From an optimization exercise on the open Yosys and OpenROAD flow, aimed at a short achievable clock period and few clock cycles; shortcuts taken in it are not production practice.
The RTL was checked by simulation tests, not by an equivalence proof against the original design.
No activity file was given, so power comes from the tool's default toggle rates.

File: flow/run.sh
#!/bin/bash
# synth_recipe.tcl (not shown) runs the flow's synth.tcl, then flattens the netlist and writes it again
# the make line also repeats each setting of config.mk as NAME=value (left out here)
make -C /OpenROAD-flow-scripts/flow DESIGN_CONFIG=/design/flow/config.mk WORK_HOME=/design/flow/orfs CLKGATE_MAP_FILE= SYNTH_SCRIPT=/design/flow/synth_recipe.tcl finish
File: flow/config.mk
export PLATFORM = sky130hd
export DESIGN_NAME = mips_top
export DESIGN_NICKNAME = mips_top
export VERILOG_FILES = /design/flow/design.v
export SDC_FILE = /design/flow/constraint.sdc
export NUM_CORES = 8
export LEC_CHECK = 0
export CAP_MARGIN = 20
export CORE_MARGIN = 2
export CORE_UTILIZATION = 40
export SETUP_SLACK_MARGIN = 5
export SLEW_MARGIN = 20
File: flow/constraint.sdc
create_clock -name core_clock -period 8.5 [get_ports {clk}]
set_input_delay 1.7000 -clock core_clock [delete_from_list [all_inputs] [get_ports {clk}]]
set_output_delay 1.7000 -clock core_clock [all_outputs]
set_load 0.01 [all_outputs]
File: flow/design.v
`timescale 1ns/1ps
package mips_pkg;
	localparam logic [5:0] OP_RTYPE = 6'h00;
	localparam logic [5:0] OP_J     = 6'h02;
	localparam logic [5:0] OP_BEQ   = 6'h04;
	localparam logic [5:0] OP_BNE   = 6'h05;
	localparam logic [5:0] OP_ADDI  = 6'h08;
	localparam logic [5:0] OP_SLTI  = 6'h0a;
	localparam logic [5:0] OP_ANDI  = 6'h0c;
	localparam logic [5:0] OP_ORI   = 6'h0d;
	localparam logic [5:0] OP_LUI   = 6'h0f;
	localparam logic [5:0] OP_LW    = 6'h23;
	localparam logic [5:0] OP_SW    = 6'h2b;
	localparam logic [5:0] F_SLL = 6'h00;
	localparam logic [5:0] F_SRL = 6'h02;
	localparam logic [5:0] F_SRA = 6'h03;
	localparam logic [5:0] F_ADD = 6'h20;
	localparam logic [5:0] F_SUB = 6'h22;
	localparam logic [5:0] F_AND = 6'h24;
	localparam logic [5:0] F_OR  = 6'h25;
	localparam logic [5:0] F_NOR = 6'h27;
	localparam logic [5:0] F_SLT = 6'h2a;
endpackage
`timescale 1ns/1ps
module fetch_unit (
	input  logic [9:0]  pc,
	input  logic [31:0] ins,
	output logic [9:0]  pc_inc,
	output logic [9:0]  next_pc,
	output logic        pred_taken,
	output logic [9:0]  alt_pc
);
	logic is_j, is_beq, is_bne, is_br;
	logic [9:0] btgt;
	assign is_j   = ins[31:26] == mips_pkg::OP_J;
	assign is_beq = ins[31:26] == mips_pkg::OP_BEQ;
	assign is_bne = ins[31:26] == mips_pkg::OP_BNE;
	assign is_br  = is_beq | is_bne;
	assign pred_taken = is_bne | (is_beq & (ins[15] | (ins[25:21] == ins[20:16])));
	assign pc_inc = pc + 10'd1;
	assign btgt = pc_inc + ins[9:0];
	always_comb
	begin
		if (is_j)
			next_pc = ins[9:0];
		else if (is_br & pred_taken)
			next_pc = btgt;
		else
			next_pc = pc_inc;
	end
	assign alt_pc = pred_taken ? pc_inc : btgt;
endmodule
`timescale 1ns/1ps
module decode_unit (
	input  logic [31:0] ins,
	output logic        add,
	output logic        sub,
	output logic        slt,
	output logic        land,
	output logic        lor,
	output logic        lnor,
	output logic        sll,
	output logic        srl,
	output logic        sra,
	output logic        wr,         
	output logic [4:0]  dest,
	output logic [4:0]  ra,         
	output logic [4:0]  rb,         
	output logic        use_a,
	output logic        use_b,
	output logic        isrc,       
	output logic [31:0] imm,
	output logic        load,
	output logic        store,
	output logic        beq,
	output logic        bne,
	output logic [31:1] sel_a,      
	output logic [31:1] sel_b
);
	logic [5:0] op;
	logic [5:0] fn;
	logic [4:0] rs, rt, rd;
	logic [15:0] imm16;
	logic w, rdst, zext, lui;
	assign op = ins[31:26];
	assign fn = ins[5:0];
	assign rs = ins[25:21];
	assign rt = ins[20:16];
	assign rd = ins[15:11];
	assign imm16 = ins[15:0];
	always_comb
	begin
		add = 1'b0; sub = 1'b0; slt = 1'b0; land = 1'b0; lor = 1'b0;
		lnor = 1'b0; sll = 1'b0; srl = 1'b0; sra = 1'b0;
		w = 1'b0; rdst = 1'b0; isrc = 1'b0; zext = 1'b0; lui = 1'b0;
		load = 1'b0; store = 1'b0; beq = 1'b0; bne = 1'b0;
		use_a = 1'b0; use_b = 1'b0;
		case (op)
			mips_pkg::OP_RTYPE:
			begin
				rdst = 1'b1;
				case (fn)
					mips_pkg::F_ADD: begin add  = 1'b1; w = 1'b1; use_a = 1'b1; use_b = 1'b1; end
					mips_pkg::F_SUB: begin sub  = 1'b1; w = 1'b1; use_a = 1'b1; use_b = 1'b1; end
					mips_pkg::F_AND: begin land = 1'b1; w = 1'b1; use_a = 1'b1; use_b = 1'b1; end
					mips_pkg::F_OR:  begin lor  = 1'b1; w = 1'b1; use_a = 1'b1; use_b = 1'b1; end
					mips_pkg::F_NOR: begin lnor = 1'b1; w = 1'b1; use_a = 1'b1; use_b = 1'b1; end
					mips_pkg::F_SLT: begin slt  = 1'b1; w = 1'b1; use_a = 1'b1; use_b = 1'b1; end
					mips_pkg::F_SLL: begin sll  = 1'b1; w = 1'b1; use_b = 1'b1; end
					mips_pkg::F_SRL: begin srl  = 1'b1; w = 1'b1; use_b = 1'b1; end
					mips_pkg::F_SRA: begin sra  = 1'b1; w = 1'b1; use_b = 1'b1; end
					default: ;
				endcase
			end
			mips_pkg::OP_ADDI: begin add  = 1'b1; w = 1'b1; isrc = 1'b1; use_a = 1'b1; end
			mips_pkg::OP_SLTI: begin slt  = 1'b1; w = 1'b1; isrc = 1'b1; use_a = 1'b1; end
			mips_pkg::OP_ANDI: begin land = 1'b1; w = 1'b1; isrc = 1'b1; zext = 1'b1; use_a = 1'b1; end
			mips_pkg::OP_ORI:  begin lor  = 1'b1; w = 1'b1; isrc = 1'b1; zext = 1'b1; use_a = 1'b1; end
			mips_pkg::OP_LUI:  begin lor  = 1'b1; w = 1'b1; isrc = 1'b1; lui = 1'b1; end
			mips_pkg::OP_LW:   begin add  = 1'b1; w = 1'b1; isrc = 1'b1; load = 1'b1; use_a = 1'b1; end
			mips_pkg::OP_SW:   begin add  = 1'b1; isrc = 1'b1; store = 1'b1; use_a = 1'b1; use_b = 1'b1; end
			mips_pkg::OP_BEQ:  begin beq  = 1'b1; use_a = 1'b1; use_b = 1'b1; end
			mips_pkg::OP_BNE:  begin bne  = 1'b1; use_a = 1'b1; use_b = 1'b1; end
			default: ;
		endcase
	end
	assign dest = rdst ? rd : rt;
	assign wr = w & (dest != 5'd0);
	assign ra = lui ? 5'd0 : rs;
	assign rb = rt;
	assign imm = lui ? {imm16, 16'h0000} :
		zext ? {16'h0000, imm16} : {{16{imm16[15]}}, imm16};
	always_comb
	begin
		for (int i = 1; i < 32; i++)
		begin
			sel_a[i] = ra == 5'(i);
			sel_b[i] = rb == 5'(i);
		end
	end
endmodule
`timescale 1ns/1ps
module reg_file (
	input  logic        clk,
	input  logic        rst_n,
	input  logic [31:1] sel_a,
	input  logic [31:1] sel_b,
	output logic [31:0] rd_a,
	output logic [31:0] rd_b,
	input  logic [31:1] we1,        
	input  logic [31:0] wd1,
	input  logic [31:1] we2,
	input  logic [31:0] wd2
);
	logic [31:0] regs [1:31];
	always_ff @(posedge clk or negedge rst_n)
	begin
		if (!rst_n)
		begin
			for (int i = 1; i < 32; i++)
				regs[i] <= '0;
		end
		else
		begin
			for (int i = 1; i < 32; i++)
			begin
				if (we2[i])
					regs[i] <= wd2;
				else if (we1[i])
					regs[i] <= wd1;
			end
		end
	end
	always_comb
	begin
		rd_a = '0;
		rd_b = '0;
		for (int i = 1; i < 32; i++)
		begin
			rd_a = rd_a | ({32{sel_a[i]}} & regs[i]);
			rd_b = rd_b | ({32{sel_b[i]}} & regs[i]);
		end
	end
endmodule
`timescale 1ns/1ps
module execute_unit (
	input  logic [31:0] a,
	input  logic [31:0] b,
	input  logic [4:0]  shamt,
	input  logic        op_add,
	input  logic        op_sub,
	input  logic        op_slt,
	input  logic        op_and,
	input  logic        op_or,
	input  logic        op_nor,
	input  logic        op_sll,
	input  logic        op_srl,
	input  logic        op_sra,
	output logic [31:0] y,
	output logic [31:0] sum
);
	logic [31:0] diff;
	logic slt;
	logic [31:0] shl;
	logic [31:0] shr;
	ks_add u_add (.a(a), .b(b), .cin(1'b0), .s(sum));
	ks_add u_sub (.a(a), .b(~b), .cin(1'b1), .s(diff));
	assign slt = (a[31] ^ b[31]) ? a[31] : diff[31];
	assign shl = b << shamt;
	assign shr = 32'($signed({op_sra & b[31], b}) >>> shamt);
	assign y = ({32{op_add}} & sum)
		| ({32{op_sub}} & diff)
		| ({32{op_and}} & (a & b))
		| ({32{op_or}} & (a | b))
		| ({32{op_nor}} & ~(a | b))
		| ({32{op_slt}} & {31'b0, slt})
		| ({32{op_sll}} & shl)
		| ({32{op_srl | op_sra}} & shr);
endmodule
module ks_add (
	input  logic [31:0] a,
	input  logic [31:0] b,
	input  logic        cin,
	output logic [31:0] s
);
	logic [31:0] g [0:5];
	logic [31:0] t [0:5];
	logic [31:0] c;
	always_comb
	begin
		g[0] = a & b;
		t[0] = a | b;
		g[0][0] = (a[0] & b[0]) | ((a[0] | b[0]) & cin);
		for (int k = 0; k < 5; k++)
		begin
			for (int i = 0; i < 32; i++)
			begin
				if (i >= (1 << k))
				begin
					g[k+1][i] = g[k][i] | (t[k][i] & g[k][i - (1 << k)]);
					t[k+1][i] = t[k][i] & t[k][i - (1 << k)];
				end
				else
				begin
					g[k+1][i] = g[k][i];
					t[k+1][i] = t[k][i];
				end
			end
		end
		c = {g[5][30:0], cin};
		s = (a ^ c) ^ b;
	end
endmodule
`timescale 1ns/1ps
module mips_core (
	input  logic        clk,
	input  logic        rst_n,
	output logic [31:0] imem_addr,
	input  logic [31:0] imem_data,
	output logic        wb_cyc_o,
	output logic        wb_stb_o,
	output logic        wb_we_o,
	output logic [31:0] wb_adr_o,
	output logic [31:0] wb_dat_o,
	output logic [3:0]  wb_sel_o,
	input  logic        wb_ack_i,
	input  logic [31:0] wb_dat_i
);
	logic id_stall;       
	logic mispredict;     
	logic [9:0] pc;
	logic [9:0] f_pc_inc;
	logic [9:0] f_next;
	logic       f_pred;
	logic [9:0] f_alt;
	assign imem_addr = {20'b0, pc, 2'b00};
	fetch_unit u_fetch (
		.pc         (pc),
		.ins        (imem_data),
		.pc_inc     (f_pc_inc),
		.next_pc    (f_next),
		.pred_taken (f_pred),
		.alt_pc     (f_alt)
	);
	logic [9:0] x_alt;
	always_ff @(posedge clk or negedge rst_n)
	begin
		if (!rst_n)
			pc <= '0;
		else if (mispredict)
			pc <= x_alt;
		else if (!id_stall)
			pc <= f_next;
	end
	logic        f_add, f_sub, f_slt, f_and, f_or, f_nor, f_sll, f_srl, f_sra;
	logic        f_wr, f_use_a, f_use_b, f_isrc, f_load, f_store, f_beq, f_bne;
	logic [4:0]  f_dest, f_ra, f_rb;
	logic [31:0] f_imm;
	logic [31:1] f_sel_a, f_sel_b;
	decode_unit u_dec (
		.ins   (imem_data),
		.add   (f_add),
		.sub   (f_sub),
		.slt   (f_slt),
		.land  (f_and),
		.lor   (f_or),
		.lnor  (f_nor),
		.sll   (f_sll),
		.srl   (f_srl),
		.sra   (f_sra),
		.wr    (f_wr),
		.dest  (f_dest),
		.ra    (f_ra),
		.rb    (f_rb),
		.use_a (f_use_a),
		.use_b (f_use_b),
		.isrc  (f_isrc),
		.imm   (f_imm),
		.load  (f_load),
		.store (f_store),
		.beq   (f_beq),
		.bne   (f_bne),
		.sel_a (f_sel_a),
		.sel_b (f_sel_b)
	);
	logic        d_valid;
	logic        d_pred;
	logic [9:0]  d_alt;
	logic        d_add, d_sub, d_slt, d_and, d_or, d_nor, d_sll, d_srl, d_sra;
	logic        d_wr, d_use_a, d_use_b, d_isrc, d_load, d_store, d_beq, d_bne;
	logic [4:0]  d_dest, d_ra, d_rb, d_shamt;
	logic [31:0] d_imm;
	logic [31:1] d_sel_a, d_sel_b;
	always_ff @(posedge clk or negedge rst_n)
	begin
		if (!rst_n)
			d_valid <= 1'b0;
		else if (mispredict)
			d_valid <= 1'b0;
		else if (!id_stall)
			d_valid <= 1'b1;
	end
	always_ff @(posedge clk)
	begin
		if (!id_stall)
		begin
			d_pred <= f_pred;
			d_alt <= f_alt;
			d_add <= f_add; d_sub <= f_sub; d_slt <= f_slt; d_and <= f_and; d_or <= f_or;
			d_nor <= f_nor; d_sll <= f_sll; d_srl <= f_srl; d_sra <= f_sra;
			d_wr <= f_wr; d_use_a <= f_use_a; d_use_b <= f_use_b; d_isrc <= f_isrc;
			d_load <= f_load; d_store <= f_store; d_beq <= f_beq; d_bne <= f_bne;
			d_dest <= f_dest; d_ra <= f_ra; d_rb <= f_rb; d_shamt <= imem_data[10:6];
			d_imm <= f_imm;
			d_sel_a <= f_sel_a; d_sel_b <= f_sel_b;
		end
	end
	logic [31:1] w_sel;
	logic        w_wr;
	logic [4:0]  w_dest;
	logic [31:0] w_data;
	logic [31:1] l_sel;
	logic        l_valid;
	logic [4:0]  l_dst;
	logic [31:0] l_data;
	logic [31:0] rf_a, rf_b;
	reg_file u_regs (
		.clk   (clk),
		.rst_n (rst_n),
		.sel_a (d_sel_a),
		.sel_b (d_sel_b),
		.rd_a  (rf_a),
		.rd_b  (rf_b),
		.we1   (w_sel),
		.wd1   (w_data),
		.we2   (l_sel),
		.wd2   (l_data)
	);
	logic        x_wr, x_load, x_store, x_br, x_expect, x_mem;
	logic [4:0]  x_dest;
	logic [31:0] x_a, x_b, x_r;
	logic [4:0]  x_shamt;
	logic        x_add, x_sub, x_slt, x_and, x_or, x_nor, x_sll, x_srl, x_sra;
	logic [31:0] x_y;
	logic [31:0] x_sum;    
	logic        b_stb, b_we, b_lwr;
	logic [4:0]  b_dest;
	logic [31:1] b_sel;
	logic [31:0] b_adr, b_dat;
	logic        q_v, q_we, q_lwr;
	logic [4:0]  q_dest;
	logic [31:1] q_sel;
	logic [31:0] q_adr, q_dat;
	logic bus_free;    
	logic ld_now;      
	logic ld_open;     
	assign bus_free = !b_stb | wb_ack_i;
	assign ld_now = b_stb & b_lwr & wb_ack_i;
	assign ld_open = b_stb & b_lwr & !wb_ack_i;
	logic ex_hit_a, ex_hit_b, ldn_hit_a, ldn_hit_b, ldr_hit_a, ldr_hit_b, wb_hit_a, wb_hit_b;
	logic x_alu_wr;
	logic [31:0] early_a, early_b, early_bi;
	logic [31:0] fwd_a, fwd_b, fwd_bi;
	logic ex_hit_bi;
	assign x_alu_wr  = x_wr & !x_load;
	assign ex_hit_a  = x_alu_wr & (x_dest == d_ra);
	assign ex_hit_b  = x_alu_wr & (x_dest == d_rb);
	assign ldn_hit_a = ld_now & (b_dest == d_ra);
	assign ldn_hit_b = ld_now & (b_dest == d_rb);
	assign ldr_hit_a = l_valid & (l_dst == d_ra);
	assign ldr_hit_b = l_valid & (l_dst == d_rb);
	assign wb_hit_a  = w_wr & (w_dest == d_ra);
	assign wb_hit_b  = w_wr & (w_dest == d_rb);
	assign early_a = ldn_hit_a ? wb_dat_i : ldr_hit_a ? l_data : wb_hit_a ? w_data : rf_a;
	assign early_b = ldn_hit_b ? wb_dat_i : ldr_hit_b ? l_data : wb_hit_b ? w_data : rf_b;
	assign fwd_a = ex_hit_a ? x_y : early_a;
	assign fwd_b = ex_hit_b ? x_y : early_b;
	assign ex_hit_bi = ex_hit_b & !d_isrc;
	assign early_bi = d_isrc ? d_imm : early_b;
	assign fwd_bi = ex_hit_bi ? x_y : early_bi;
	logic dep_x, dep_q, dep_b;
	assign dep_x = (d_use_a & (x_dest == d_ra)) | (d_use_b & (x_dest == d_rb)) | (d_wr & (x_dest == d_dest));
	assign dep_q = (d_use_a & (q_dest == d_ra)) | (d_use_b & (q_dest == d_rb)) | (d_wr & (q_dest == d_dest));
	assign dep_b = (d_use_a & (b_dest == d_ra)) | (d_use_b & (b_dest == d_rb)) | (d_wr & (b_dest == d_dest));
	logic ld_hazard;
	assign ld_hazard = (x_load & x_wr & dep_x) | (q_v & q_lwr & dep_q) | (ld_open & dep_b);
	logic mem_hazard;
	assign mem_hazard = (d_load | d_store) & (((x_mem | q_v) & !bus_free) | (x_mem & q_v));
	assign id_stall = d_valid & (ld_hazard | mem_hazard);
	logic d_bubble;
	assign d_bubble = !d_valid | id_stall | mispredict;
	always_ff @(posedge clk or negedge rst_n)
	begin
		if (!rst_n)
		begin
			x_wr <= 1'b0; x_load <= 1'b0; x_store <= 1'b0; x_br <= 1'b0; x_mem <= 1'b0;
		end
		else
		begin
			x_wr <= d_wr & !d_bubble;
			x_load <= d_load & !d_bubble;
			x_store <= d_store & !d_bubble;
			x_mem <= (d_load | d_store) & !d_bubble;
			x_br <= (d_beq | d_bne) & !d_bubble;
		end
	end
	always_ff @(posedge clk)
	begin
		x_dest <= d_dest;
		x_expect <= d_pred ~^ d_beq;
		x_alt <= d_alt;
		x_a <= fwd_a;
		x_b <= fwd_bi;
		x_r <= fwd_b;
		x_shamt <= d_shamt;
		x_add <= d_add; x_sub <= d_sub; x_slt <= d_slt; x_and <= d_and;
		x_or <= d_or; x_nor <= d_nor; x_sll <= d_sll; x_srl <= d_srl; x_sra <= d_sra;
	end
	execute_unit u_alu (
		.a      (x_a),
		.b      (x_b),
		.shamt  (x_shamt),
		.op_add (x_add),
		.op_sub (x_sub),
		.op_slt (x_slt),
		.op_and (x_and),
		.op_or  (x_or),
		.op_nor (x_nor),
		.op_sll (x_sll),
		.op_srl (x_srl),
		.op_sra (x_sra),
		.y      (x_y),
		.sum    (x_sum)
	);
	assign mispredict = x_br & ((x_a == x_r) ^ x_expect);
	logic [31:1] x_sel;
	always_comb
	begin
		for (int i = 1; i < 32; i++)
			x_sel[i] = x_dest == 5'(i);
	end
	logic x_to_q;
	assign x_to_q = x_mem & (q_v | !bus_free);
	always_ff @(posedge clk or negedge rst_n)
	begin
		if (!rst_n)
		begin
			b_stb <= 1'b0; b_we <= 1'b0; b_lwr <= 1'b0;
			q_v <= 1'b0;
		end
		else
		begin
			if (bus_free)
			begin
				b_stb <= q_v | x_mem;
				b_we <= q_v ? q_we : x_store;
				b_lwr <= q_v ? q_lwr : (x_load & x_wr);
			end
			q_v <= x_to_q | (q_v & !bus_free);
		end
	end
	always_ff @(posedge clk)
	begin
		if (bus_free)
		begin
			b_adr <= q_v ? q_adr : x_sum;
			b_dat <= q_v ? q_dat : x_r;
			b_dest <= q_v ? q_dest : x_dest;
			b_sel <= q_v ? q_sel : x_sel;
		end
		if (x_to_q)
		begin
			q_we <= x_store;
			q_lwr <= x_load & x_wr;
			q_adr <= x_sum;
			q_dat <= x_r;
			q_dest <= x_dest;
			q_sel <= x_sel;
		end
	end
	assign wb_cyc_o = b_stb;
	assign wb_stb_o = b_stb;
	assign wb_we_o = b_we;
	assign wb_adr_o = b_adr;
	assign wb_dat_o = b_dat;
	assign wb_sel_o = 4'hf;
	always_ff @(posedge clk or negedge rst_n)
	begin
		if (!rst_n)
		begin
			l_valid <= 1'b0;
			l_sel <= '0;
		end
		else
		begin
			l_valid <= ld_now;
			l_sel <= b_sel & {31{ld_now}};
		end
	end
	always_ff @(posedge clk)
	begin
		l_dst <= b_dest;
		l_data <= wb_dat_i;
	end
	always_ff @(posedge clk or negedge rst_n)
	begin
		if (!rst_n)
		begin
			w_wr <= 1'b0;
			w_sel <= '0;
		end
		else
		begin
			w_wr <= x_alu_wr;
			w_sel <= x_sel & {31{x_alu_wr}};
		end
	end
	always_ff @(posedge clk)
	begin
		w_dest <= x_dest;
		w_data <= x_y;
	end
endmodule
`timescale 1ns/1ps
module mips_top (
	input  logic        clk,
	input  logic        rst_n,
	output logic [31:0] imem_addr,
	input  logic [31:0] imem_data,
	output logic        wb_cyc_o,
	output logic        wb_stb_o,
	output logic        wb_we_o,
	output logic [31:0] wb_adr_o,
	output logic [31:0] wb_dat_o,
	output logic [3:0]  wb_sel_o,
	input  logic        wb_ack_i,
	input  logic [31:0] wb_dat_i
);
	mips_core u_core (
		.clk       (clk),
		.rst_n     (rst_n),
		.imem_addr (imem_addr),
		.imem_data (imem_data),
		.wb_cyc_o  (wb_cyc_o),
		.wb_stb_o  (wb_stb_o),
		.wb_we_o   (wb_we_o),
		.wb_adr_o  (wb_adr_o),
		.wb_dat_o  (wb_dat_o),
		.wb_sel_o  (wb_sel_o),
		.wb_ack_i  (wb_ack_i),
		.wb_dat_i  (wb_dat_i)
	);
endmodule
==> impl_metrics.yaml, run 1 <==
global_route:
  grt_antenna_before_repair: 41
  grt_max_degree: 153
  gr-total-overflow: 0
  grt_usage_pct: 39.8
  grt_pass1_vias: 78800
  grt_pass1_wl_mm: 641
final_layout:
  n_fill_cell: 20900
  layout-drive-gt1-share_pct: 12.5
  syn_to_final_growth_pct: 12.7
  fin_nets: 9013
synth:
  yosysUniqueCellTypes: 89
  async_reset_ff_share_pct: 66.4
  netlist_instances: 9305
  synth_edf_count: 344
  synth.avg_cell_area_sq_um: 9.60
  syn_area_sq_um: 89300
  ys_seq_elements: 1620
  ys.flop_type: "dfrtp_1"
  seq_area_frac_synth_pct: 46.2
  ys_warn_count: 8
  yosysTopAreaCellShare_pct: 30.1
  synth.top_cells.by_area: "dfrtp_1, mux2i_1, edfxtp_1"
  synth_area_leader_cell: "dfrtp_1"
min_path:
  hp-class: "reg -> reg"
clocking:
  numCtsBuffers: 176
  clk_pin_slew_ns: 0.06
  cts_hold_buf: 0
  clockBufferDepth: 3
  h-tree-depth: 4
  root_buffer: "clkbuf_16"
  clk_latency_ns: 0.87
  cts.sinks: 1620
  tritoncts: "built"
run:
  maxCapViolCount: 0
drt:
  vias: 87100
  routedWlPerCell_um: 39.1
  drt_iter0_drc: 19500
  drt_wl_total_mm: 473
  remaining_drc_errors: 0
  ant_nets: 0
  vias_per_cell: 7.20
  drt-pass1-iter-count: 16
setup_path:
  crit_fanout: 4
  endpoint_kind: "flip-flop"
  path_cells: "inv_4 -> ha_4 -> inv_2 -> fa_2 -> nor2_4 -> o221ai_4 -> a221oi_4 -> buf_4 -> o221ai_4 -> a41oi_2 -> nand2_2 -> a41oi_4 -> maj3_2 -> nand2_1 -> a221o_1 -> a221o_1"
  max_stage_delay_ns: 0.41
  cp_data_arrival_time_ns: 4.56
  required_ns: 9.26
  critPathSlowestCell: "a221o_1"
  cp_top_family: "compound AO/OA/AOI/OAI gates"
  critPathLaunchType: "flip-flop"
  worstSetupPathType: "reg -> reg"
  crit_buf_inv: 3
place:
  gp_congestion: 1.03
  io_buffers: 143
  dp_hpwl_mm: 272
  pre_cts_ws_ns: 3.71
power:
  power_density_nw_per_um2: 178
  p_leak_nw: 37.5
  ir_drop_uv: 201
floorplan:
  die_h_um: 477
  core-area_sq_um: 222000
  die_area_sq_um: 227000
  rows: 173
  die_x_um: 477
  start_util_pct: 40.2
  ios: 170
timing:
  drv_slew: 0
  fin_skew_ns: 0.0300
  finalCritPeriodShare_pct: 44.7
  grt_setup_unrepaired: "yes"
  post-route-min-period_ns: 3.80
  tns_ns: 0
  finalSetupViolCount: 0
  tightest_slew_ns: 1.37
  hold_violations: 0
  timing.hold.ws_ns: 0.343
  relSlewSlack_pct: 8.45
  setup_ws_ns: 4.70
  max_freq_ghz: 0.263
outcome:
  status: "finished clean"
[path summary, 6_finish.rpt]
check | slack, ns | startpoint | cells past startpoint | to
hold / removal | 0.34 | u_core.d_alt[5] | 0 | u_core.x_alt[5]
min in group asynchronous | 0.89 | rst_n | 1 | u_core.u_regs.regs[20][5]
setup reg to reg | 4.70 | u_core.x_a[0] | 16 | u_core.x_b[28]
hold reg to reg | 0.34 | u_core.d_alt[5] | 0 | u_core.x_alt[5]
max in group asynchronous | 5.53 | rst_n | 3 | u_core.u_regs.regs[5][30]
setup / recovery | 4.70 | u_core.x_a[0] | 16 | u_core.x_b[28]
[synthesized netlist by cell type (130+ instances only)]
cell and number:
nand2_1 1288, o21ai_0 1206, dfrtp_1 1076, mux2i_1 1051, clkbuf_1 858, nor2_1 406, a22oi_1 376, edfxtp_1 344
a221oi_1 302, a22o_1 275, a21oi_1 218, dfxtp_1 200, buf_1 154, nand4_1 147, mux2_2 130
[cells by family (layout without fill, tap and decap cells)]
family / after synthesis / in the layout / share of synthesized area (%)
multiplexers: 1240 / 1240 / 14.9
XOR/XNOR: 182 / 182 / 1.78
other: 2 / 66 / 0.00841
AO/OA/AOI/OAI: 2736 / 2738 / 20.2
AND/OR/NAND/NOR: 2299 / 2306 / 11.1
flip-flops: 1620 / 1620 / 46.2
adder cells (fa/ha/maj): 59 / 59 / 0.745
buffers and inverters: 1167 / 909 / 5.08
[state kept, by name, indices dropped and copies added, names as in the netlist, 31 cells and up]
signal              cells
u_core.x_b             32
u_core.w_data          32
u_core.q_sel           31
u_core.x_a             32
u_core.w_sel           31
u_core.l_data          32
u_core.b_adr           32
u_core.q_dat           32
u_core.x_r             32
u_core.b_dat           32
u_core.q_adr           32
u_core.d_sel_b         31
u_core.l_sel           31
u_core.b_sel           31
u_core.u_regs.regs    992
u_core.d_sel_a         31
u_core.d_imm           32
[per-stage QoR]
stage | utilization, % | cells | cell area (sq um) | total power [mW]
finish | 45.4 | 12100 | 101000 | 18.0
global route | 45.3 | 12100 | 101000 | 18.3
CTS | 44.9 | 12000 | 99700 | 17.8
detailed placement | 41.8 | 11600 | 92900 | 9.93
global placement | 41.8 | 11600 | 92900 | 9.94
floorplan | - | 9329 | 89600 | 9.23
[cell usage in the layout (no fill, tap or decap), types with 59 or more instances in the layout]
| cell | instances |
|---|---|
| mux2_2 | 122 |
| a221oi_1 | 298 |
| edfxtp_1 | 344 |
| dfrtp_4 | 61 |
| o21ai_0 | 1185 |
| xor2_1 | 73 |
| a21oi_1 | 200 |
| clkdlybuf4s50_1 | 112 |
| a22oi_1 | 374 |
| nand3_1 | 110 |
| a22o_1 | 275 |
| xnor2_1 | 101 |
| nand4_1 | 147 |
| nand2_1 | 1282 |
| a222oi_1 | 66 |
| dfxtp_1 | 134 |
| nor2_1 | 401 |
| nor3_1 | 70 |
| mux2i_1 | 1051 |
| clkbuf_16 | 181 |
| a211oi_1 | 65 |
| inv_1 | 84 |
| mux4_2 | 59 |
| buf_4 | 298 |
| dfrtp_1 | 1007 |
[layer usage]
layer / track usage, % / share of wire, % / vias to the layer above
met5: 2.44 / 0.23 / -
met4: 26.8 / 9.3 / 46
met3: 22.6 / 18 / 2868
met2: 49.9 / 36 / 8971
met1: 50.4 / 36 / 41900
li1: - / - / 33300
[cell type report]
| type | instances | area [sq um] | area share, % |
|---|---|---|---|
| Timing Repair Buffer | 487 | 4340 | 4.31 |
| Clock inverter | 72 | 752 | 0.747 |
| Sequential cell | 1620 | 41600 | 41.3 |
| Tap cell | 2975 | 3720 | 3.70 |
| Clock buffer | 256 | 5150 | 5.11 |
| Antenna cell | 40 | 100 | 0.0994 |
| Multi-Input combinational cell | 6551 | 44700 | 44.3 |
| Inverter | 94 | 368 | 0.365 |
[where the power goes]
part	leakage [nW]	switching, mW	internal [mW]
Sequential	20.2	0.199	8.10
Combinational	14.3	1.07	0.552
Clock	2.91	3.49	4.55
Total	37.5	4.76	13.2
[timing repair]
action                                  4_1_cts  5_1_grt
buffers inserted                             40       40
pin swaps                                    44       43
cloned                                        5        5
endpoints found under the hold margin         0        0
endpoints found under the setup margin      317      213
gates resized for setup                     163      140
Testbench counts, summed over its fixed seeds: cycles 68,256.
==> run 2: changes to the inputs <==
--- a/flow/design.v
+++ b/flow/design.v
@@ -188,6 +188,4 @@
 	input  logic [31:0] b,
 	input  logic [4:0]  shamt,
-	input  logic        op_add,
-	input  logic        op_sub,
 	input  logic        op_slt,
 	input  logic        op_and,
@@ -197,8 +195,8 @@
 	input  logic        op_srl,
 	input  logic        op_sra,
-	output logic [31:0] y,
-	output logic [31:0] sum
+	output logic [31:0] sum,
+	output logic [31:0] diff,
+	output logic [31:0] other     
 );
-	logic [31:0] diff;
 	logic slt;
 	logic [31:0] shl;
@@ -209,7 +207,5 @@
 	assign shl = b << shamt;
 	assign shr = 32'($signed({op_sra & b[31], b}) >>> shamt);
-	assign y = ({32{op_add}} & sum)
-		| ({32{op_sub}} & diff)
-		| ({32{op_and}} & (a & b))
+	assign other = ({32{op_and}} & (a & b))
 		| ({32{op_or}} & (a | b))
 		| ({32{op_nor}} & ~(a | b))
@@ -382,6 +378,10 @@
 	logic [4:0]  x_shamt;
 	logic        x_add, x_sub, x_slt, x_and, x_or, x_nor, x_sll, x_srl, x_sra;
-	logic [31:0] x_y;
 	logic [31:0] x_sum;    
+	logic [31:0] x_diff;
+	logic [31:0] x_other;
+	logic [31:0] x_y;      
+	logic        x_rfwd;   
+	logic [31:0] x_rv;     
 	logic        b_stb, b_we, b_lwr;
 	logic [4:0]  b_dest;
@@ -401,5 +401,5 @@
 	logic x_alu_wr;
 	logic [31:0] early_a, early_b, early_bi;
-	logic [31:0] fwd_a, fwd_b, fwd_bi;
+	logic [31:0] fwd_a, fwd_bi;
 	logic ex_hit_bi;
 	assign x_alu_wr  = x_wr & !x_load;
@@ -414,9 +414,19 @@
 	assign early_a = ldn_hit_a ? wb_dat_i : ldr_hit_a ? l_data : wb_hit_a ? w_data : rf_a;
 	assign early_b = ldn_hit_b ? wb_dat_i : ldr_hit_b ? l_data : wb_hit_b ? w_data : rf_b;
-	assign fwd_a = ex_hit_a ? x_y : early_a;
-	assign fwd_b = ex_hit_b ? x_y : early_b;
 	assign ex_hit_bi = ex_hit_b & !d_isrc;
 	assign early_bi = d_isrc ? d_imm : early_b;
-	assign fwd_bi = ex_hit_bi ? x_y : early_bi;
+	logic ha_sum, ha_diff, ha_oth, ha_no, hb_sum, hb_diff, hb_oth, hb_no;
+	assign ha_sum  = ex_hit_a & x_add;
+	assign ha_diff = ex_hit_a & x_sub;
+	assign ha_oth  = ex_hit_a & !x_add & !x_sub;
+	assign ha_no   = !ex_hit_a;
+	assign hb_sum  = ex_hit_bi & x_add;
+	assign hb_diff = ex_hit_bi & x_sub;
+	assign hb_oth  = ex_hit_bi & !x_add & !x_sub;
+	assign hb_no   = !ex_hit_bi;
+	assign fwd_a = ({32{ha_sum}} & x_sum) | ({32{ha_diff}} & x_diff) |
+		({32{ha_oth}} & x_other) | ({32{ha_no}} & early_a);
+	assign fwd_bi = ({32{hb_sum}} & x_sum) | ({32{hb_diff}} & x_diff) |
+		({32{hb_oth}} & x_other) | ({32{hb_no}} & early_bi);
 	logic dep_x, dep_q, dep_b;
 	assign dep_x = (d_use_a & (x_dest == d_ra)) | (d_use_b & (x_dest == d_rb)) | (d_wr & (x_dest == d_dest));
@@ -452,5 +462,6 @@
 		x_a <= fwd_a;
 		x_b <= fwd_bi;
-		x_r <= fwd_b;
+		x_r <= early_b;
+		x_rfwd <= ex_hit_b;
 		x_shamt <= d_shamt;
 		x_add <= d_add; x_sub <= d_sub; x_slt <= d_slt; x_and <= d_and;
@@ -461,6 +472,4 @@
 		.b      (x_b),
 		.shamt  (x_shamt),
-		.op_add (x_add),
-		.op_sub (x_sub),
 		.op_slt (x_slt),
 		.op_and (x_and),
@@ -470,8 +479,11 @@
 		.op_srl (x_srl),
 		.op_sra (x_sra),
-		.y      (x_y),
-		.sum    (x_sum)
+		.sum    (x_sum),
+		.diff   (x_diff),
+		.other  (x_other)
 	);
-	assign mispredict = x_br & ((x_a == x_r) ^ x_expect);
+	assign x_y = x_add ? x_sum : x_sub ? x_diff : x_other;
+	assign x_rv = x_rfwd ? w_data : x_r;
+	assign mispredict = x_br & ((x_a == x_rv) ^ x_expect);
 	logic [31:1] x_sel;
 	always_comb
@@ -505,5 +517,5 @@
 		begin
 			b_adr <= q_v ? q_adr : x_sum;
-			b_dat <= q_v ? q_dat : x_r;
+			b_dat <= q_v ? q_dat : x_rv;
 			b_dest <= q_v ? q_dest : x_dest;
 			b_sel <= q_v ? q_sel : x_sel;
@@ -514,5 +526,5 @@
 			q_lwr <= x_load & x_wr;
 			q_adr <= x_sum;
-			q_dat <= x_r;
+			q_dat <= x_rv;
 			q_dest <= x_dest;
 			q_sel <= x_sel;
==> impl_metrics.yaml, run 2 <==
synth:
  ys_warn_count: 8
  yosys-top-cells-count: "nand2_1, o21ai_0, dfrtp_1"
  ys.flop_type: "dfrtp_1"
  ys_seq_elements: 1621
  async_reset_ff_share_pct: 66.4
  seq_area_frac_synth_pct: 45.6
  synth.top_cells.by_area: "dfrtp_1, mux2i_1, edfxtp_1"
  synth_area_leader_cell: "dfrtp_1"
  synth_most_common_cell: "nand2_1"
  yosysTopAreaCellShare_pct: 29.7
  yosysUniqueCellTypes: 99
  syn_area_sq_um: 90600
  netlist_instances: 9422
  synth.avg_cell_area_sq_um: 9.62
  synth_edf_count: 344
drt:
  drt_iter0_drc: 19500
  vias_per_cell: 7.27
  drt-pass1-iter-count: 15
  remaining_drc_errors: 0
  routedWlPerCell_um: 39.6
  vias: 89100
  ant_nets: 0
  drt_wl_total_mm: 486
clocking:
  numCtsBuffers: 177
  clockBufferDepth: 3
  clk_latency_ns: 0.92
  tritoncts: "built"
  clk_pin_slew_ns: 0.07
  h-tree-depth: 4
  root_buffer: "clkbuf_16"
  cts.sinks: 1621
setup_path:
  critPathLaunchType: "flip-flop"
  r2r_slack_ns: 4.74
  rr_worst_depth: 9
  worstSetupStartpoint: "u_core.d_sel_a[4]"
  worstSetupPathType: "reg -> reg"
  r2r-start: "u_core.d_sel_a[4]"
  r2r-end: "u_core.x_a[20]"
  cp_data_arrival_time_ns: 4.62
  required_ns: 9.36
  crit_fanout: 27
  endpoint_kind: "flip-flop"
  endpoint: "u_core.x_a[20]"
floorplan:
  core-area_sq_um: 225000
  ios: 170
  start_util_pct: 40.3
  rows: 174
  die_area_sq_um: 230000
  die_h_um: 480
  die_x_um: 480
final_layout:
  largest_reg_flops: 992
  register_area_sq_um: 41600
  fin_area_sq_um: 102000
  syn_to_final_growth_pct: 12.7
  fin_nets: 9105
  final_common_cell: "nand2_1"
  top_register: "u_core.u_regs.regs"
  multiInputGateArea_sq_um: 45800
  n_fill_cell: 21100
  layout_common_cells: "nand2_1, o21ai_0, mux2i_1"
  layout-drive-gt1-share_pct: 12.5
timing:
  tns_ns: 0
  setup_ws_ns: 4.74
  finalCritPeriodShare_pct: 44.2
  fin_skew_ns: 0.0473
  max_freq_ghz: 0.266
  relSlewSlack_pct: 6.54
  timing.hold.ws_ns: 0.340
  drv_slew: 0
  hold_violations: 0
  post-route-min-period_ns: 3.76
  tightest_slew_ns: 1.40
  finalSetupViolCount: 0
  grt_setup_unrepaired: "yes"
global_route:
  grt_max_degree: 170
  grt_usage_pct: 40.6
  gr-total-overflow: 0
  grt_antenna_before_repair: 49
  grt_pass1_vias: 80200
  grt_pass1_wl_mm: 658
power:
  p_leak_nw: 37.9
  power_density_nw_per_um2: 179
  p_total_mw: 18.3
  ir_drop_uv: 189
place:
  io_buffers: 143
  place_area_sq_um: 94200
  dp_hpwl_mm: 282
  pre_cts_ws_ns: 3.50
  gp_congestion: 1.01
min_path:
  hp-class: "reg -> reg"
outcome:
  status: "finished clean"
run:
  maxCapViolCount: 0
## run 2: changes by cell type after synthesis, sizes merged, moves of 11 or more
cell    before   now
a31oi       15    33
buf        207   230
a21o        30    43
mux4        59    80
o21ai     1213  1192
a22o       275   291
nor2       406   366
and2        47    76
nand2b      52    41
nand2     1289  1316
## run 2: cells by family (layout without fill, tap and decap cells)
family / count (synthesis) / count (layout) / share of synthesized area [%]
AOI/OAI and AO/OA: 2807 / 2808 / 20.6
and+or+nand+nor: 2300 / 2304 / 11.0
DFF: 1621 / 1621 / 45.6
muxes: 1262 / 1262 / 15.2
buffers and inverters: 1191 / 917 / 5.13
xor gates and xnor gates: 180 / 180 / 1.75
adders and majority gates: 59 / 59 / 0.725
other: 2 / 114 / 0.00829
## run 2: metal layers
| metal | vias to the layer above | global-route usage [%] | part of all wire [%] |
|---|---|---|---|
| li1 | 33900 | - | - |
| met1 | 42900 | 51.6 | 36 |
| met2 | 9498 | 50.5 | 36 |
| met3 | 2811 | 24.6 | 19 |
| met4 | 32 | 25.6 | 8.6 |
| met5 | - | 3.27 | 0.21 |
## run 2: worst min path at each step
stage | start | to | slack, ns | cells past startpoint
detailed placement | u_core.d_slt | u_core.x_slt | 0.33 | 0
finish | u_core.d_slt | u_core.x_slt | 0.34 | 0
global placement | u_core.d_alt[8] | u_core.x_alt[8] | 0.32 | 0
floorplan | u_core.d_add | u_core.x_add | 0.32 | 0
CTS | u_core.d_slt | u_core.x_slt | 0.34 | 0
global route | u_core.d_nor | u_core.x_nor | 0.35 | 0
## run 2: stage by stage
step	instances	util, %
after floorplan	9446	-
after global placement	11800	41.8
after detailed placement	11800	41.9
after CTS	12100	44.9
after global routing	12200	45.3
final	12300	45.4
## run 2: worst max-delay path: stages (launching register included)
cell,delay (ns)
edfxtp_1,0.97
buf_4,0.86
a22o_1,0.28
a221oi_1,0.06
nand4_1,0.19
nor3_1,0.11
a211oi_1,0.69
a21oi_1,0.10
o21ai_0,0.22
mux2_2,0.18
## run 2: what timing repair did
action / 4_1_cts / 5_1_grt
gates resized for setup: 150 / 135
setup buffers: 27 / 26
cloned: 4 / 1
pin swaps: 7 / 22
hold buffers: 0 / 0
setup endpoints to repair: 439 / 214
## run 2: power by group
group	switching, mW	internal [mW]
combinational	1.09	0.547
clock	3.65	4.70
sequential	0.181	8.10
total	4.92	13.3
## run 2: area by class of cell
cell class	count	area share, %
tap	2992	3.67
antenna	88	0.216
inverter	104	0.390
clock buffer	244	4.80
sequential	1621	40.7
timing repair buffer	479	4.11
clock inverter	90	1.22
multi-input combinational	6639	44.9
Testbench counts of run 2, summed over its fixed seeds: cycles 68,256.
==> run 3: changes to the inputs <==
==> flow/flow/run.sh (new file) <==
#!/bin/bash
set -euo pipefail

# the standard synthesis, unchanged
bash standard.sh synth > flow_synth.log 2>&1

# floorplan to the final layout; standard.sh writes out/final.def after finish
bash standard.sh \
	SETUP_SLACK_MARGIN=5.6 \
	"BUFFER_PORTS_ARGS=-buffer_cell sky130_fd_sc_hd__buf_8" \
	finish > flow_layout.log 2>&1

test -s out/final.def
==> flow/standard.sh (new file) <==
#!/bin/bash
# synth_recipe.tcl (not shown) runs the flow's synth.tcl, then flattens the netlist and writes it again
# the make line also repeats each setting of config.mk as NAME=value (left out here)
make -C /OpenROAD-flow-scripts/flow DESIGN_CONFIG=/design/flow/config.mk WORK_HOME=/design/flow/orfs CLKGATE_MAP_FILE= SYNTH_SCRIPT=/design/flow/synth_recipe.tcl "${@:-finish}"
--- a/flow/config.mk
+++ b/flow/config.mk
@@ -7,4 +7,6 @@
 export LEC_CHECK = 0
 export CAP_MARGIN = 20
+export CELL_PAD_IN_SITES_DETAIL_PLACEMENT = 1
+export CELL_PAD_IN_SITES_GLOBAL_PLACEMENT = 2
 export CORE_MARGIN = 2
 export CORE_UTILIZATION = 40
removed: flow/run.sh
==> impl_metrics.yaml, run 3 <==
place:
  io_buffers: 143
  dp_hpwl_mm: 335
  place_area_sq_um: 95500
  placed_cells: 11800
  pre_cts_ws_ns: 3.85
  gp_congestion: 0.968
floorplan:
  die_area_sq_um: 230000
  rows: 174
  ios: 170
  die_x_um: 480
  start_util_pct: 40.3
  core-area_sq_um: 225000
  die_h_um: 480
clocking:
  root_buffer: "clkbuf_16"
  numCtsBuffers: 192
  clockBufferDepth: 3
  cts.sinks: 1621
  tritoncts: "built"
  clk_pin_slew_ns: 0.06
  clk_latency_ns: 0.90
  h-tree-depth: 4
  cts_hold_buf: 0
timing:
  tns_ns: 0
  grt_setup_unrepaired: "yes"
  drv_slew: 0
  hold_violations: 0
  max_freq_ghz: 0.289
  fin_skew_ns: 0.0640
  finalSetupViolCount: 0
  post-route-min-period_ns: 3.46
  timing.hold.ws_ns: 0.338
  tightest_slew_ns: 1.24
  finalCritPeriodShare_pct: 40.7
  setup_ws_ns: 5.04
  relSlewSlack_pct: 17.1
final_layout:
  syn_to_final_growth_pct: 22.4
  layout-drive-gt1-share_pct: 21.1
  fin_nets: 9454
  top_register: "u_core.u_regs.regs"
  final_common_cell: "nand2_1"
  finalNonFillerCells: 12600
  layout_common_cells: "nand2_1, o21ai_0, mux2i_1"
  largest_reg_flops: 992
  fin_area_sq_um: 111000
  post-route-util_pct: 49.3
  n_fill_cell: 24100
global_route:
  grt_antenna_before_repair: 45
  grt_max_degree: 149
  grt_pass1_wl_mm: 767
  gr-total-overflow: 0
  grt_pass1_vias: 87400
  grt_usage_pct: 48.3
synth:
  syn_area_sq_um: 90600
  ys_seq_elements: 1621
  yosysUniqueCellTypes: 99
  async_reset_ff_share_pct: 66.4
  ys.flop_type: "dfrtp_1"
  seq_area_frac_synth_pct: 45.6
  yosysTopAreaCellShare_pct: 29.7
  ys_warn_count: 8
  synth.avg_cell_area_sq_um: 9.62
  yosys-top-cells-count: "nand2_1, o21ai_0, dfrtp_1"
  synth_most_common_cell: "nand2_1"
  synth.top_cells.by_area: "dfrtp_1, mux2i_1, edfxtp_1"
  netlist_instances: 9422
  synth_edf_count: 344
  synth_area_leader_cell: "dfrtp_1"
drt:
  ant_nets: 0
  routedWlPerCell_um: 45.7
  drt_iter0_drc: 14700
  drt_wl_total_mm: 575
  vias_per_cell: 7.23
  vias: 90900
  remaining_drc_errors: 0
  drt-pass1-iter-count: 8
setup_path:
  r2r-end: "u_core.b_adr[31]"
  endpoint_kind: "flip-flop"
  crit_buf_inv: 3
  cp_top_family: "compound AO/OA/AOI/OAI gates"
  worstSetupPathType: "reg -> reg"
  crit_fanout: 3
  r2r-start: "u_core.x_a[0]"
  critPathLaunchType: "flip-flop"
  cp_data_arrival_time_ns: 4.08
  critPathSlowestCell: "dfxtp_4"
  rr_worst_depth: 14
  path_cells: "ha_4 -> buf_6 -> buf_6 -> maj3_2 -> a21oi_2 -> o31a_1 -> buf_4 -> o311ai_4 -> o21ai_4 -> a211oi_4 -> or2_1 -> o41a_1 -> nor3_2 -> mux2_4"
  max_stage_delay_ns: 0.42
  critical_path.most_common_cell: "buf_6"
  r2r_slack_ns: 5.04
  required_ns: 9.13
power:
  ir_drop_uv: 286
  power_density_nw_per_um2: 172
  p_total_mw: 19.1
  p_leak_nw: 41.7
min_path:
  hp-class: "reg -> reg"
  min_to: "u_core.x_alt[2]"
  worstHoldPathCells: 0
  min_from: "u_core.d_alt[2]"
outcome:
  status: "finished clean"
run:
  maxCapViolCount: 0
==> run 3: changes by cell type in the layout (fill, tap and decap cells not counted), moves of 29 or more <==
cell	change
dlygate4sd2_1	-34
a21oi_2	+58
diode_2	-48
a221oi_1	-50
clkdlybuf4s50_1	-101
buf_12	+93
buf_4	+97
o21ai_0	-71
buf_8	+152
a221oi_2	+48
a21oi_1	-77
o21ai_1	+29
buf_6	+88
==> run 3: cell type report <==
cell class	instances	area, sq um	share of cell area (%)
tap	2992	3740	3.37
inverter	104	408	0.368
sequential	1621	41600	37.5
multi-input combinational	6645	48800	44.0
timing repair inverter	2	10.0	0.00902
timing repair buffer	805	9780	8.81
antenna	40	100	0.0902
clock buffer	283	5480	4.94
clock inverter	80	966	0.871
==> run 3: timing repair <==
| action | 4_1_cts | 5_1_grt |
|---|---|---|
| endpoints found under the hold margin | 0 | 0 |
| resized for setup | 887 | 275 |
| cloned | 25 | 7 |
| pin swaps | 185 | 165 |
| endpoints found under the setup margin | 600 | 421 |
| buffers inserted | 249 | 82 |
==> run 3: worst max path at each step <==
stage                              from               end  cells after the start
after global placement         wb_ack_i   u_core.b_adr[4]                      4
final                     u_core.x_a[0]  u_core.b_adr[31]                     14
after detailed placement       wb_ack_i   u_core.b_adr[0]                      4
after global routing      u_core.x_b[1]  u_core.b_adr[26]                     13
after floorplan                wb_ack_i   u_core.b_adr[0]                      3
after CTS                 u_core.x_a[0]    u_core.x_a[20]                     13
==> run 3: kinds of logic (layout without fill, tap and decap cells) <==
logic type | Yosys count | in the layout | share of synthesized area [%]
compound gates | 2807 | 2808 | 20.6
xor+xnor | 180 | 180 | 1.75
fa+ha+maj | 59 | 59 | 0.725
buf+inv | 1191 | 1274 | 5.13
flops | 1621 | 1621 | 45.6
mux | 1262 | 1262 | 15.2
other cells | 2 | 66 | 0.00829
simple gates | 2300 | 2310 | 11.0
==> run 3: power by group <==
| group | leakage (nW) | internal, mW | switching (mW) |
|---|---|---|---|
| Clock | 3.14 | 4.85 | 3.82 |
| Sequential | 20.2 | 8.10 | 0.171 |
| Combinational | 18.4 | 0.853 | 1.32 |
| Total | 41.7 | 13.8 | 5.31 |
==> run 3: routing by layer <==
layer / wire, um / global-route usage (%) / vias up
met5: 632 / 1.37 / -
met4: 53100 / 35.1 / 36
met3: 75500 / 19.0 / 2503
met2: 234000 / 68.0 / 7372
met1: 211000 / 59.6 / 46400
li1: - / - / 34600
==> run 4: changes to the inputs <==
--- a/flow/design.v
+++ b/flow/design.v
@@ -265,4 +265,5 @@
 	logic id_stall;       
 	logic mispredict;     
+	logic mp_id;          
 	logic [9:0] pc;
 	logic [9:0] f_pc_inc;
@@ -286,4 +287,6 @@
 		else if (mispredict)
 			pc <= x_alt;
+		else if (mp_id)
+			pc <= d_alt;
 		else if (!id_stall)
 			pc <= f_next;
@@ -332,5 +335,5 @@
 		if (!rst_n)
 			d_valid <= 1'b0;
-		else if (mispredict)
+		else if (mispredict | mp_id)
 			d_valid <= 1'b0;
 		else if (!id_stall)
@@ -440,4 +443,11 @@
 	logic d_bubble;
 	assign d_bubble = !d_valid | id_stall | mispredict;
+	logic x_addsub, ex_zero, id_fast, id_taken;
+	assign x_addsub = x_alu_wr & (x_add | x_sub);
+	assign ex_zero = x_sub ? (x_a == x_b) : ((x_a ^ x_b) == {x_a[30:0] | x_b[30:0], 1'b0});
+	assign id_fast = (d_beq | d_bne) & x_addsub &
+		(((x_dest == d_ra) & (d_rb == 5'd0)) | ((x_dest == d_rb) & (d_ra == 5'd0)));
+	assign id_taken = d_beq ? ex_zero : !ex_zero;
+	assign mp_id = d_valid & id_fast & (id_taken != d_pred) & !id_stall & !mispredict;
 	always_ff @(posedge clk or negedge rst_n)
 	begin
@@ -452,5 +462,5 @@
 			x_store <= d_store & !d_bubble;
 			x_mem <= (d_load | d_store) & !d_bubble;
-			x_br <= (d_beq | d_bne) & !d_bubble;
+			x_br <= (d_beq | d_bne) & !id_fast & !d_bubble;
 		end
 	end
==> impl_metrics.yaml, run 4 <==
outcome:
  status: "finished clean"
floorplan:
  start_util_pct: 40.2
  core-area_sq_um: 227000
  rows: 175
  die_h_um: 482
  die_x_um: 482
  ios: 170
  die_area_sq_um: 232000
setup_path:
  cp_data_arrival_time_ns: 4.11
  critPathLaunchType: "flip-flop"
  endpoint_kind: "flip-flop"
  crit_fanout: 5
  worstSetupPathType: "reg -> reg"
  required_ns: 9.19
synth:
  synth.avg_cell_area_sq_um: 9.65
  ys_seq_elements: 1621
  syn_area_sq_um: 91500
  yosysTopAreaCellShare_pct: 29.4
  synth_area_leader_cell: "dfrtp_1"
  synth.top_cells.by_area: "dfrtp_1, mux2i_1, edfxtp_1"
  synth_edf_count: 344
  async_reset_ff_share_pct: 66.4
  netlist_instances: 9477
  seq_area_frac_synth_pct: 45.1
  synth_most_common_cell: "nand2_1"
  ys_warn_count: 8
  yosysUniqueCellTypes: 95
  yosys-top-cells-count: "nand2_1, o21ai_0, dfrtp_1"
  ys.flop_type: "dfrtp_1"
final_layout:
  final_common_cell: "nand2_1"
  fin_nets: 9711
  syn_to_final_growth_pct: 23.4
  register_area_sq_um: 41700
  n_fill_cell: 24200
  layout-drive-gt1-share_pct: 22.2
  largest_reg_flops: 992
  multiInputGateArea_sq_um: 50500
  fin_area_sq_um: 113000
  top_register: "u_core.u_regs.regs"
  layout_common_cells: "nand2_1, o21ai_0, mux2i_1"
timing:
  drv_slew: 0
  finalSetupViolCount: 0
  relSlewSlack_pct: 8.52
  hold_violations: 0
  timing.hold.ws_ns: 0.341
  tns_ns: 0
  max_freq_ghz: 0.292
  grt_setup_unrepaired: "yes"
  fin_skew_ns: 0.0388
  tightest_slew_ns: 1.37
  post-route-min-period_ns: 3.42
  finalCritPeriodShare_pct: 40.3
drt:
  drt_wl_total_mm: 582
  drt_iter0_drc: 15900
  remaining_drc_errors: 0
  routedWlPerCell_um: 45.7
  drt-pass1-iter-count: 8
  ant_nets: 0
  vias: 91900
  vias_per_cell: 7.22
global_route:
  grt_pass1_wl_mm: 771
  grt_pass1_vias: 87000
  grt_antenna_before_repair: 44
  grt_max_degree: 134
  gr-total-overflow: 0
  grt_usage_pct: 48.4
clocking:
  clk_pin_slew_ns: 0.06
  cts.sinks: 1621
  clockBufferDepth: 3
  tritoncts: "built"
  h-tree-depth: 4
  cts_hold_buf: 0
  numCtsBuffers: 193
  root_buffer: "clkbuf_16"
  clk_latency_ns: 0.88
place:
  dp_hpwl_mm: 350
  place_area_sq_um: 96400
  io_buffers: 143
  gp_congestion: 1.00
min_path:
  hp-class: "reg -> reg"
power:
  p_total_mw: 19.5
  ir_drop_uv: 171
  power_density_nw_per_um2: 173
  p_leak_nw: 42.9
run:
  maxCapViolCount: 0
[run 4: changes by cell type after synthesis, moves of 34 or more]
cell / previous run / this run
clkbuf_1: 857 / 799
inv_1: 99 / 155
nand2_1: 1316 / 1252
and2_1: 76 / 42
xnor2_1: 103 / 138
maj3_1: 40 / 1
ha_1: 13 / 135
[run 4: metal layers]
layer / share of wire (%) / track usage (%) / vias to the layer above
met5: 0.11 / 0.878 / -
met4: 7.1 / 27.6 / 44
met3: 15 / 20.8 / 2116
met2: 40 / 65.3 / 7616
met1: 39 / 64.0 / 47300
li1: - / - / 34800
[run 4: kinds of logic after synthesis]
family / after synthesis / share of synthesized area, %
flip-flops: 1621 / 45.1
AND/OR/NAND/NOR: 2246 / 10.7
multiplexers: 1255 / 14.6
AO/OA/AOI/OAI: 2767 / 20.2
buffers and inverters: 1206 / 5.15
adder cells (fa/ha/maj): 139 / 1.92
XOR/XNOR: 241 / 2.32
other: 2 / 0.00821
[run 4: path summary, 6_finish.rpt]
path                            slack [ns]     startpoint  cells past startpoint                        end
max in group asynchronous             5.69          rst_n                      3                 u_core.q_v
worst min register to register        0.34   u_core.d_srl                      0               u_core.x_srl
worst max register to register        5.08  u_core.x_b[0]                     16             u_core.x_a[28]
worst min-delay path                  0.34   u_core.d_srl                      0               u_core.x_srl
min in group asynchronous             0.76          rst_n                      1  u_core.u_regs.regs[9][14]
worst max-delay path                  5.08  u_core.x_b[0]                     16             u_core.x_a[28]
[run 4: final cells by class]
cell class                 count  share of cell area, %
clock buffer                 309                   5.16
multi-input combinational   6688                   44.7
inverter                     159                  0.572
sequential                  1621                   37.0
timing repair inverter         1                0.00444
timing repair buffer         842                   8.56
antenna                       42                 0.0932
clock inverter                56                  0.528
tap                         3009                   3.34
[run 4: where the power goes]
| part | leakage [nW] | internal [mW] | switching, mW |
|---|---|---|---|
| clock network | 3.14 | 4.93 | 3.72 |
| registers | 20.2 | 8.10 | 0.192 |
| logic | 19.5 | 1.04 | 1.51 |
[run 4: timing repair]
item | 4_1_cts | 5_1_grt
hold endpoints to repair | 0 | 0
buffers inserted | 228 | 146
pin swaps | 168 | 225
cloned | 26 | 7
endpoints found under the setup margin | 652 | 393
resized for setup | 905 | 448
[run 4: critical path, cell delays in order (launching register included)]
cell and delay (ns):
dfxtp_4 0.36, ha_4 0.17, inv_2 0.05, fa_2 0.24, nor3_4 0.07, o31ai_4 0.33
a211oi_4 0.12, buf_6 0.16, o31ai_4 0.21, buf_12 0.16, nor4_4 0.03, buf_4 0.17
a31o_4 0.26, or2_4 0.26, xnor2_4 0.19, a2111oi_4 0.36, a31oi_2 0.10
[run 4: stage by stage]
| step | util [%] | cells | setup WS, ns |
|---|---|---|---|
| 2_1_floorplan | - | 9501 | 4.61 |
| 3_3_place_gp | 42.4 | 11900 | 3.42 |
| 3_5_place_dp | 42.4 | 11900 | 3.41 |
| 4_1_cts | 48.0 | 12500 | 5.06 |
| 5_1_grt | 49.6 | 12700 | 5.05 |
| 6_report | 49.6 | 12700 | 5.08 |
Testbench counts of run 4, summed over its fixed seeds: cycles 67,060.
==> run 5: changes to the inputs <==
--- a/flow/design.v
+++ b/flow/design.v
@@ -359,4 +359,6 @@
 	logic [4:0]  w_dest;
 	logic [31:0] w_data;
+	logic [31:0] w_sum, w_diff, w_oth;
+	logic        w_isadd, w_issub;
 	logic [31:1] l_sel;
 	logic        l_valid;
@@ -384,5 +386,4 @@
 	logic [31:0] x_diff;
 	logic [31:0] x_other;
-	logic [31:0] x_y;      
 	logic        x_rfwd;   
 	logic [31:0] x_rv;     
@@ -395,4 +396,8 @@
 	logic [31:1] q_sel;
 	logic [31:0] q_adr, q_dat;
+	logic        r_v, r_we, r_lwr;
+	logic [4:0]  r_dest;
+	logic [31:1] r_sel;
+	logic [31:0] r_adr, r_dat;
 	logic bus_free;    
 	logic ld_now;      
@@ -435,9 +440,14 @@
 	assign dep_x = (d_use_a & (x_dest == d_ra)) | (d_use_b & (x_dest == d_rb)) | (d_wr & (x_dest == d_dest));
 	assign dep_q = (d_use_a & (q_dest == d_ra)) | (d_use_b & (q_dest == d_rb)) | (d_wr & (q_dest == d_dest));
+	logic dep_r;
+	assign dep_r = (d_use_a & (r_dest == d_ra)) | (d_use_b & (r_dest == d_rb)) | (d_wr & (r_dest == d_dest));
 	assign dep_b = (d_use_a & (b_dest == d_ra)) | (d_use_b & (b_dest == d_rb)) | (d_wr & (b_dest == d_dest));
 	logic ld_hazard;
-	assign ld_hazard = (x_load & x_wr & dep_x) | (q_v & q_lwr & dep_q) | (ld_open & dep_b);
+	assign ld_hazard = (x_load & x_wr & dep_x) | (q_v & q_lwr & dep_q) | (r_v & r_lwr & dep_r) | (ld_open & dep_b);
 	logic mem_hazard;
-	assign mem_hazard = (d_load | d_store) & (((x_mem | q_v) & !bus_free) | (x_mem & q_v));
+	logic q_v_next, r_v_next;
+	assign q_v_next = bus_free ? (q_v & (r_v | x_mem)) : (q_v | x_mem);
+	assign r_v_next = bus_free ? (q_v & r_v & x_mem) : (r_v | (x_mem & q_v));
+	assign mem_hazard = (d_load | d_store) & q_v_next & r_v_next;
 	assign id_stall = d_valid & (ld_hazard | mem_hazard);
 	logic d_bubble;
@@ -493,5 +503,4 @@
 		.other  (x_other)
 	);
-	assign x_y = x_add ? x_sum : x_sub ? x_diff : x_other;
 	assign x_rv = x_rfwd ? w_data : x_r;
 	assign mispredict = x_br & ((x_a == x_rv) ^ x_expect);
@@ -502,6 +511,8 @@
 			x_sel[i] = x_dest == 5'(i);
 	end
-	logic x_to_q;
-	assign x_to_q = x_mem & (q_v | !bus_free);
+	logic q_load, r_load, q_from_r;
+	assign q_load = bus_free ? (q_v & (r_v | x_mem)) : (x_mem & !q_v);
+	assign q_from_r = bus_free & r_v;
+	assign r_load = x_mem & q_v & (bus_free ? r_v : 1'b1);
 	always_ff @(posedge clk or negedge rst_n)
 	begin
@@ -510,4 +521,5 @@
 			b_stb <= 1'b0; b_we <= 1'b0; b_lwr <= 1'b0;
 			q_v <= 1'b0;
+			r_v <= 1'b0;
 		end
 		else
@@ -519,5 +531,6 @@
 				b_lwr <= q_v ? q_lwr : (x_load & x_wr);
 			end
-			q_v <= x_to_q | (q_v & !bus_free);
+			q_v <= q_v_next;
+			r_v <= r_v_next;
 		end
 	end
@@ -531,12 +544,21 @@
 			b_sel <= q_v ? q_sel : x_sel;
 		end
-		if (x_to_q)
+		if (q_load)
 		begin
-			q_we <= x_store;
-			q_lwr <= x_load & x_wr;
-			q_adr <= x_sum;
-			q_dat <= x_rv;
-			q_dest <= x_dest;
-			q_sel <= x_sel;
+			q_we <= q_from_r ? r_we : x_store;
+			q_lwr <= q_from_r ? r_lwr : (x_load & x_wr);
+			q_adr <= q_from_r ? r_adr : x_sum;
+			q_dat <= q_from_r ? r_dat : x_rv;
+			q_dest <= q_from_r ? r_dest : x_dest;
+			q_sel <= q_from_r ? r_sel : x_sel;
+		end
+		if (r_load)
+		begin
+			r_we <= x_store;
+			r_lwr <= x_load & x_wr;
+			r_adr <= x_sum;
+			r_dat <= x_rv;
+			r_dest <= x_dest;
+			r_sel <= x_sel;
 		end
 	end
@@ -565,4 +587,5 @@
 		l_data <= wb_dat_i;
 	end
+	assign w_data = w_isadd ? w_sum : w_issub ? w_diff : w_oth;
 	always_ff @(posedge clk or negedge rst_n)
 	begin
@@ -581,5 +604,9 @@
 	begin
 		w_dest <= x_dest;
-		w_data <= x_y;
+		w_sum <= x_sum;
+		w_diff <= x_diff;
+		w_oth <= x_other;
+		w_isadd <= x_add;
+		w_issub <= x_sub;
 	end
 endmodule
==> impl_metrics.yaml, run 5 <==
outcome:
  status: "finished clean"
place:
  io_buffers: 143
  placed_cells: 12800
  gp_congestion: 1.01
  dp_hpwl_mm: 376
synth:
  ys_warn_count: 8
  async_reset_ff_share_pct: 60.2
  synth.top_cells.by_area: "dfrtp_1, edfxtp_1, mux2i_1"
  synth_most_common_cell: "nand2_1"
  seq_area_frac_synth_pct: 46.5
  syn_area_sq_um: 98100
  netlist_instances: 10100
  yosys-top-cells-count: "nand2_1, o21ai_0, dfrtp_1"
  synth.avg_cell_area_sq_um: 9.71
  yosysTopAreaCellShare_pct: 27.5
  yosysUniqueCellTypes: 84
  ys_seq_elements: 1789
  ys.flop_type: "dfrtp_1"
  synth_area_leader_cell: "dfrtp_1"
  synth_edf_count: 446
floorplan:
  start_util_pct: 40.3
  core-area_sq_um: 244000
  die_area_sq_um: 249000
  die_x_um: 499
  die_h_um: 499
  rows: 181
  ios: 170
timing:
  relSlewSlack_pct: 15.5
  post-route-min-period_ns: 4.01
  max_freq_ghz: 0.249
  grt_setup_unrepaired: "yes"
  finalCritPeriodShare_pct: 47.2
  fin_skew_ns: 0.0655
  tns_ns: 0
  timing.hold.ws_ns: 0.342
  tightest_slew_ns: 1.27
  finalSetupViolCount: 0
  hold_violations: 0
  drv_slew: 0
clocking:
  clk_pin_slew_ns: 0.07
  cts_hold_buf: 0
  clk_latency_ns: 0.90
  tritoncts: "built"
  cts.sinks: 1789
  clockBufferDepth: 3
  root_buffer: "clkbuf_16"
  h-tree-depth: 4
  numCtsBuffers: 204
global_route:
  grt_pass1_wl_mm: 835
  gr-total-overflow: 0
  grt_pass1_vias: 94200
  grt_usage_pct: 48.7
  grt_max_degree: 171
  grt_antenna_before_repair: 64
drt:
  drt_wl_total_mm: 634
  vias: 99800
  drt_iter0_drc: 18200
  vias_per_cell: 7.29
  routedWlPerCell_um: 46.3
  drt-pass1-iter-count: 9
  ant_nets: 0
  remaining_drc_errors: 0
final_layout:
  layout_common_cells: "nand2_1, o21ai_0, mux2i_1"
  layout-drive-gt1-share_pct: 22.2
  top_register: "u_core.u_regs.regs"
  fin_nets: 10500
  syn_to_final_growth_pct: 23.8
  final_common_cell: "nand2_1"
  multiInputGateArea_sq_um: 52500
  n_fill_cell: 26000
  largest_reg_flops: 992
  finalNonFillerCells: 13700
  register_area_sq_um: 46100
setup_path:
  critPathSlowestCell: "mux2i_4"
  path_cells: "buf_12 -> mux2i_4 -> o21ai_4 -> mux2_2 -> xnor2_1 -> nand4_1 -> nor3_4 -> mux2i_4 -> buf_8 -> mux2_4"
  crit_buf_inv: 2
  endpoint_kind: "flip-flop"
  required_ns: 9.26
  worstSetupPathType: "reg -> reg"
  crit_fanout: 17
  cp_data_arrival_time_ns: 4.78
  max_stage_delay_ns: 0.55
  cp_top_family: "multiplexers"
  critical_path.most_common_cell: "mux2i_4"
  critPathLaunchType: "flip-flop"
run:
  maxCapViolCount: 0
min_path:
  hp-class: "reg -> reg"
power:
  power_density_nw_per_um2: 180
  p_leak_nw: 46.6
  ir_drop_uv: 172
## run 5: where the power goes
part           internal [mW]  switching [mW]
logic                   1.14            1.66
registers               9.05           0.272
clock network           5.54            4.20
total                   15.7            6.13
## run 5: final cells by class
class / count / area share (%)
sequential: 1789 / 37.9
inverter: 203 / 0.692
timing repair buffer: 957 / 8.77
clock inverter: 105 / 1.15
clock buffer: 281 / 4.80
multi-input combinational: 7099 / 43.2
timing repair inverter: 1 / 0.00412
tap: 3202 / 3.30
antenna: 55 / 0.113
## run 5: logic make-up (layout without fill, tap and decap cells)
kind of cell / after synthesis / count (layout) / share of synthesized area [%]
AO/OA/AOI/OAI: 2823 / 2825 / 19.0
XOR/XNOR: 258 / 258 / 2.30
adder cells (fa/ha/maj): 138 / 138 / 1.78
buffers and inverters: 1253 / 1547 / 4.95
flip-flops: 1789 / 1789 / 46.5
multiplexers: 1263 / 1264 / 14.1
other: 2 / 81 / 0.00765
AND/OR/NAND/NOR: 2577 / 2588 / 11.3
## run 5: per-stage QoR
| step | area, sq um | setup WS, ns | power (mW) | utilization, % |
|---|---|---|---|---|
| after floorplan | 98500 | 3.67 | 10.4 | - |
| after global placement | 104000 | 3.59 | 11.5 | 42.5 |
| after detailed placement | 104000 | 3.56 | 11.5 | 42.5 |
| after CTS | 118000 | 4.59 | 21.5 | 48.6 |
| after global routing | 121000 | 4.51 | 22.3 | 49.8 |
| final | 122000 | 4.49 | 21.9 | 49.9 |
## run 5: path summary, 6_finish.rpt
kind	from	endpoint	slack (ns)	cells past startpoint
max	u_core.w_issub	u_core.pc[4]	4.49	10
min	u_core.d_or	u_core.x_or	0.34	0
min in group asynchronous	rst_n	u_core.u_regs.regs[10][13]	0.80	1
min reg2reg	u_core.d_or	u_core.x_or	0.34	0
max reg2reg	u_core.w_issub	u_core.pc[4]	4.49	10
max in group asynchronous	rst_n	u_core.u_regs.regs[12][11]	5.79	3
## run 5: routing by layer
metal | global-route usage (%) | vias to the layer above | wire length (um)
met5 | 1.52 | - | 947
met4 | 30.1 | 41 | 48700
met3 | 20.9 | 2442 | 96000
met2 | 64.9 | 8891 | 247000
met1 | 64.3 | 51200 | 241000
li1 | - | 37300 | -
## run 5: what timing repair did
item	4_1_cts	5_1_grt
pin swaps	214	189
cloned	23	11
setup buffers	317	148
setup endpoints to repair	743	535
resized for setup	1007	324
## run 5: worst reg2reg max path: cells and delay by family, from the launching register on
kind	cells	cell delay, ns
AO/OA/AOI/OAI	1	0.33
buffers and inverters	2	0.41
XOR/XNOR	1	0.22
flip-flops	1	0.41
multiplexers	4	1.80
AND/OR/NAND/NOR	2	0.72
Testbench counts of run 5, summed over its fixed seeds: cycles 66,865.

-- port drivers added, routing unchanged --
How much do the figures lean on ideal ports? The routed layouts below were timed once more, with nothing changed but the port constraints.
Step 1 assumes that a clkbuf_16 drives the clock port and a buf_2 every other input.
Step 2 also shifts input and output timing later by t, the mid clock arrival at the registers, as if the neighbouring blocks saw the same clock.
Three values: no drivers, after step 1, after step 2; two values: the first two.
| run | t, ns | setup slack, ns |
|---|---|---|
| run 1 | 0.960 | 4.703 / 4.703 / 4.209 |
| run 2 | 0.988 | 4.739 / 4.739 / 4.194 |
| run 3 | 0.983 | 5.043 / 5.040 / 4.502 |
| run 4 | 0.962 | 5.077 / 5.077 / 4.269 |
| run 5 | 0.976 | 4.487 / 4.487 / 4.147 |
After both steps every run listed still meets setup and hold.
